What follows belongs to an exercise in optimizing a design on an open flow for small area; a production flow would make more cautious choices.
Only simulation tests tie the RTL to the original design; equivalence was not proved.
No activity file was given, so power comes from the tool's default toggle rates.

## register_file
module register_file #(
  parameter int unsigned WORD_WIDTH = 32,
  parameter int unsigned SEL_WIDTH  = 5,
  parameter int unsigned NUM_REGS   = 32
) (
  input  logic                  clock,
  input  logic                  reset,
  input  logic                  left_read_enable,
  input  logic [SEL_WIDTH-1:0]  left_read_number,
  output logic [WORD_WIDTH-1:0] left_read_bus,
  input  logic                  right_read_enable,
  input  logic [SEL_WIDTH-1:0]  right_read_number,
  output logic [WORD_WIDTH-1:0] right_read_bus,
  input  logic                  write_enable,
  input  logic [SEL_WIDTH-1:0]  write_number,
  input  logic [WORD_WIDTH-1:0] write_bus
);
export LEC_CHECK = 0
export CAP_MARGIN = 20
export CORE_MARGIN = 2
export CORE_UTILIZATION = 55
export GPL_TIMING_DRIVEN = 0
export SLEW_MARGIN = 20
export SYNTH_HIERARCHICAL = 1
create_clock -name core_clock -period 8.0 [get_ports {clock}]
standard.sh (not shown) runs the stock make flow with config.mk's settings and CLKGATE_MAP_FILE= SYNTH_SCRIPT=/design/flow/synth_recipe.tcl, a recipe that flattens the netlist after the stock synthesis.
==> flow/flow/run.sh <==
#!/bin/bash
# Standard layout with three changes: ports buffered with buf_2, the decoder
# gates that drive whole rows upsized after floorplanning (flow/upsize.tcl),
# and a clock tree of small buffers without dummy loads.
export BUFFER_PORTS_ARGS="-buffer_cell sky130_fd_sc_hd__buf_2"
export POST_FLOORPLAN_TCL="$PWD/flow/upsize.tcl"
export CTS_ARGS="-sink_clustering_enable -repair_clock_nets -dont_use_dummy_load -buf_list sky130_fd_sc_hd__clkbuf_4 -sink_clustering_size 9 -sink_clustering_max_diameter 40"
bash standard.sh > standard.log 2>&1
==> flow/flow/upsize.tcl <==
# Upsize the decoder gates that drive a whole row of the register file
# (the select lines, 16 or more loads each), so that the layout need not
# split those nets with buffers, and the predecoder gates that drive them
# (8 or more loads), which are on the path from write_number to the reads.
set row_driver_sizes {
  sky130_fd_sc_hd__and3_1  sky130_fd_sc_hd__and3_2
  sky130_fd_sc_hd__and2_1  sky130_fd_sc_hd__and2_2
  sky130_fd_sc_hd__nand2_1 sky130_fd_sc_hd__nand2_2
}
set upsized 0
foreach inst [get_cells *] {
  set master [get_property $inst ref_name]
  set loads 0
  foreach pin [get_pins -of_objects $inst -filter "direction == output"] {
    set net [get_nets -of_objects $pin]
    incr loads [llength [get_pins -of_objects $net -filter "direction == input"]]
  }
  if { $loads >= 16 && [dict exists $row_driver_sizes $master] } {
    replace_cell [get_full_name $inst] [dict get $row_driver_sizes $master]
    incr upsized
  } elseif { $loads >= 8 && [regexp {^(sky130_fd_sc_hd__\w+)_1$} $master -> base]
             && ![string match *df* $base] && [llength [get_lib_cells ${base}_2]] } {
    replace_cell [get_full_name $inst] ${base}_2
    incr upsized
  }
}
puts "upsize.tcl: upsized $upsized decoder gates"
Edit:
==> flow/run.sh (new file) <==
#!/bin/bash
# synth_recipe.tcl (not shown) runs the flow's synth.tcl, then flattens the netlist and writes it again
# the make line also repeats each setting of config.mk as NAME=value (left out here)
make -C /OpenROAD-flow-scripts/flow DESIGN_CONFIG=/design/flow/config.mk WORK_HOME=/design/flow/orfs CLKGATE_MAP_FILE= SYNTH_SCRIPT=/design/flow/synth_recipe.tcl finish
- CTS_BUF_LIST: default -> sky130_fd_sc_hd__clkbuf_4
- CTS_CLUSTER_DIAMETER: default -> 40
- CTS_CLUSTER_SIZE: default -> 8
- GPL_TIMING_DRIVEN: 0 -> default
removed: flow/flow/run.sh
removed: flow/flow/upsize.tcl
removed: flow/standard.sh
=> Clock skew is unchanged; final cell count is higher by a few percent; fmax shrinks by a few percent; routed wire length rises by roughly a tenth; hold slack gains 0.0086 ns.

---

Setup of run a:
register_file, a different RTL version from the one above (not shown whole).
Size: roughly 1100 flip-flops.
Settings: LEC_CHECK=0, CAP_MARGIN=20, CORE_MARGIN=2, CORE_UTILIZATION=55, SLEW_MARGIN=20, SYNTH_HIERARCHICAL=1; clock period 8.0 ns.
==> flow/flow/run.sh <==
#!/bin/bash
# Standard layout with three changes: ports buffered with buf_2, a clock
# tree of small buffers without dummy loads, and power recovery (downsizing
# of gates with positive slack) after global routing.
export BUFFER_PORTS_ARGS="-buffer_cell sky130_fd_sc_hd__buf_2"
export CTS_ARGS="-sink_clustering_enable -repair_clock_nets -dont_use_dummy_load -buf_list sky130_fd_sc_hd__clkbuf_4 -sink_clustering_size 10 -sink_clustering_max_diameter 35"
export RECOVER_POWER=100
bash standard.sh > standard.log 2>&1
Although run a finished all stages, its layout failed final checks on capacitance limit, slew limit.
Setup changes, run a to run b
Settings: GPL_TIMING_DRIVEN now 0, previously not set.
==> flow/flow/run.sh <==
#!/bin/bash
# Standard layout with three changes: ports buffered with buf_2, the
# decoder gates that drive whole rows upsized after floorplanning
# (flow/upsize.tcl), and a clock tree of small buffers without dummy loads.
export BUFFER_PORTS_ARGS="-buffer_cell sky130_fd_sc_hd__buf_2"
export POST_FLOORPLAN_TCL="$PWD/flow/upsize.tcl"
export CTS_ARGS="-sink_clustering_enable -repair_clock_nets -dont_use_dummy_load -buf_list sky130_fd_sc_hd__clkbuf_4 -sink_clustering_size 8 -sink_clustering_max_diameter 40"
bash standard.sh > standard.log 2>&1
==> flow/flow/upsize.tcl (new file) <==
# Upsize the decoder gates that drive a whole row of the register file
# (the select lines, 32 or more loads each), so that the placement's
# timing-driven repair need not split those nets with buffers.
set row_driver_sizes {
  sky130_fd_sc_hd__and3_1 sky130_fd_sc_hd__and3_2
  sky130_fd_sc_hd__and2_1 sky130_fd_sc_hd__and2_2
  sky130_fd_sc_hd__inv_1  sky130_fd_sc_hd__inv_2
}
set upsized 0
foreach inst [get_cells *] {
  set master [get_property $inst ref_name]
  if { ![dict exists $row_driver_sizes $master] } {
    continue
  }
  set loads 0
  foreach pin [get_pins -of_objects $inst -filter "direction == output"] {
    set net [get_nets -of_objects $pin]
    incr loads [llength [get_pins -of_objects $net -filter "direction == input"]]
  }
  if { $loads >= 16 } {
    replace_cell [get_full_name $inst] [dict get $row_driver_sizes $master]
    incr upsized
  }
}
puts "upsize.tcl: upsized $upsized row drivers"
==> notes.md <==
Run b and run a: one clean run, run b; the rest did not finish clean. To summarise run a: no stage aborted, but the layout did not pass its checks, failing on capacitance limit, slew limit. Compared with run a, initial detailed-routing violation count in run b decreased slightly. Per the comparison of run b with run a, signed area change from the synthesized netlist to the final layout decreased by 1.5 points relative to the old numbers; global-route wire length before repair now smaller. Number of clock buffers in the layout up 2.6% in run b wrt run a. Run b ended up with sky130_fd_sc_hd__and2_2 as its cell type of the slowest stage on the worst timing path; run a ended up with sky130_fd_sc_hd__and2_0. When the final numbers for run b and run a were put side by side, the final critical path time including I/O delays and setup turned out to be smaller in run a. Length of routed met2 wiring for run b: 2100 µm up relative to run a. From run a to run b the numbers moved as follows: final instance area fell 1.4%, headroom to the max-slew limit up 52 points, utilization went down by 0.83 points, switching power summed over all nets stayed essentially flat.

==> re-timing with driven ports <==
No port has a modelled driver above. Below, the same layouts with a new extraction and two added sets of constraints.
Step 1 (the two cells are an assumption about what drives the block):
set clk [get_ports {clock}]
set_driving_cell -lib_cell sky130_fd_sc_hd__clkbuf_16 $clk
set_driving_cell -lib_cell sky130_fd_sc_hd__buf_2 [delete_from_list [all_inputs] $clk]
Step 2 adds t to the input delays and takes it off the output delays; t is the mean of the earliest and latest rising clock arrival at the registers after step 1. Input paths then give back, and output paths get back, about the clock's delay inside the block.
Slacks: no drivers / after step 1 / after step 2; pairs: no drivers / after step 1.
run	t (ns)	setup WS [ns]	worst slew at a driven data input, ns	pins driven straight from the clock port
the first run of note 1	1.100	0.561 / 0.442 / 0.442	0.12	1
the second run of note 1	1.151	0.163 / 0.139 / 0.139	0.07	1
run a	1.101	0.251 / 0.228 / 0.228	0.12	1
run b	1.105	0.122 / 0.095 / 0.095	0.13	1
The setup slack of the first run of note 1, which loses most, moves by -0.119 ns with the drivers and by -0.119 ns with both steps.
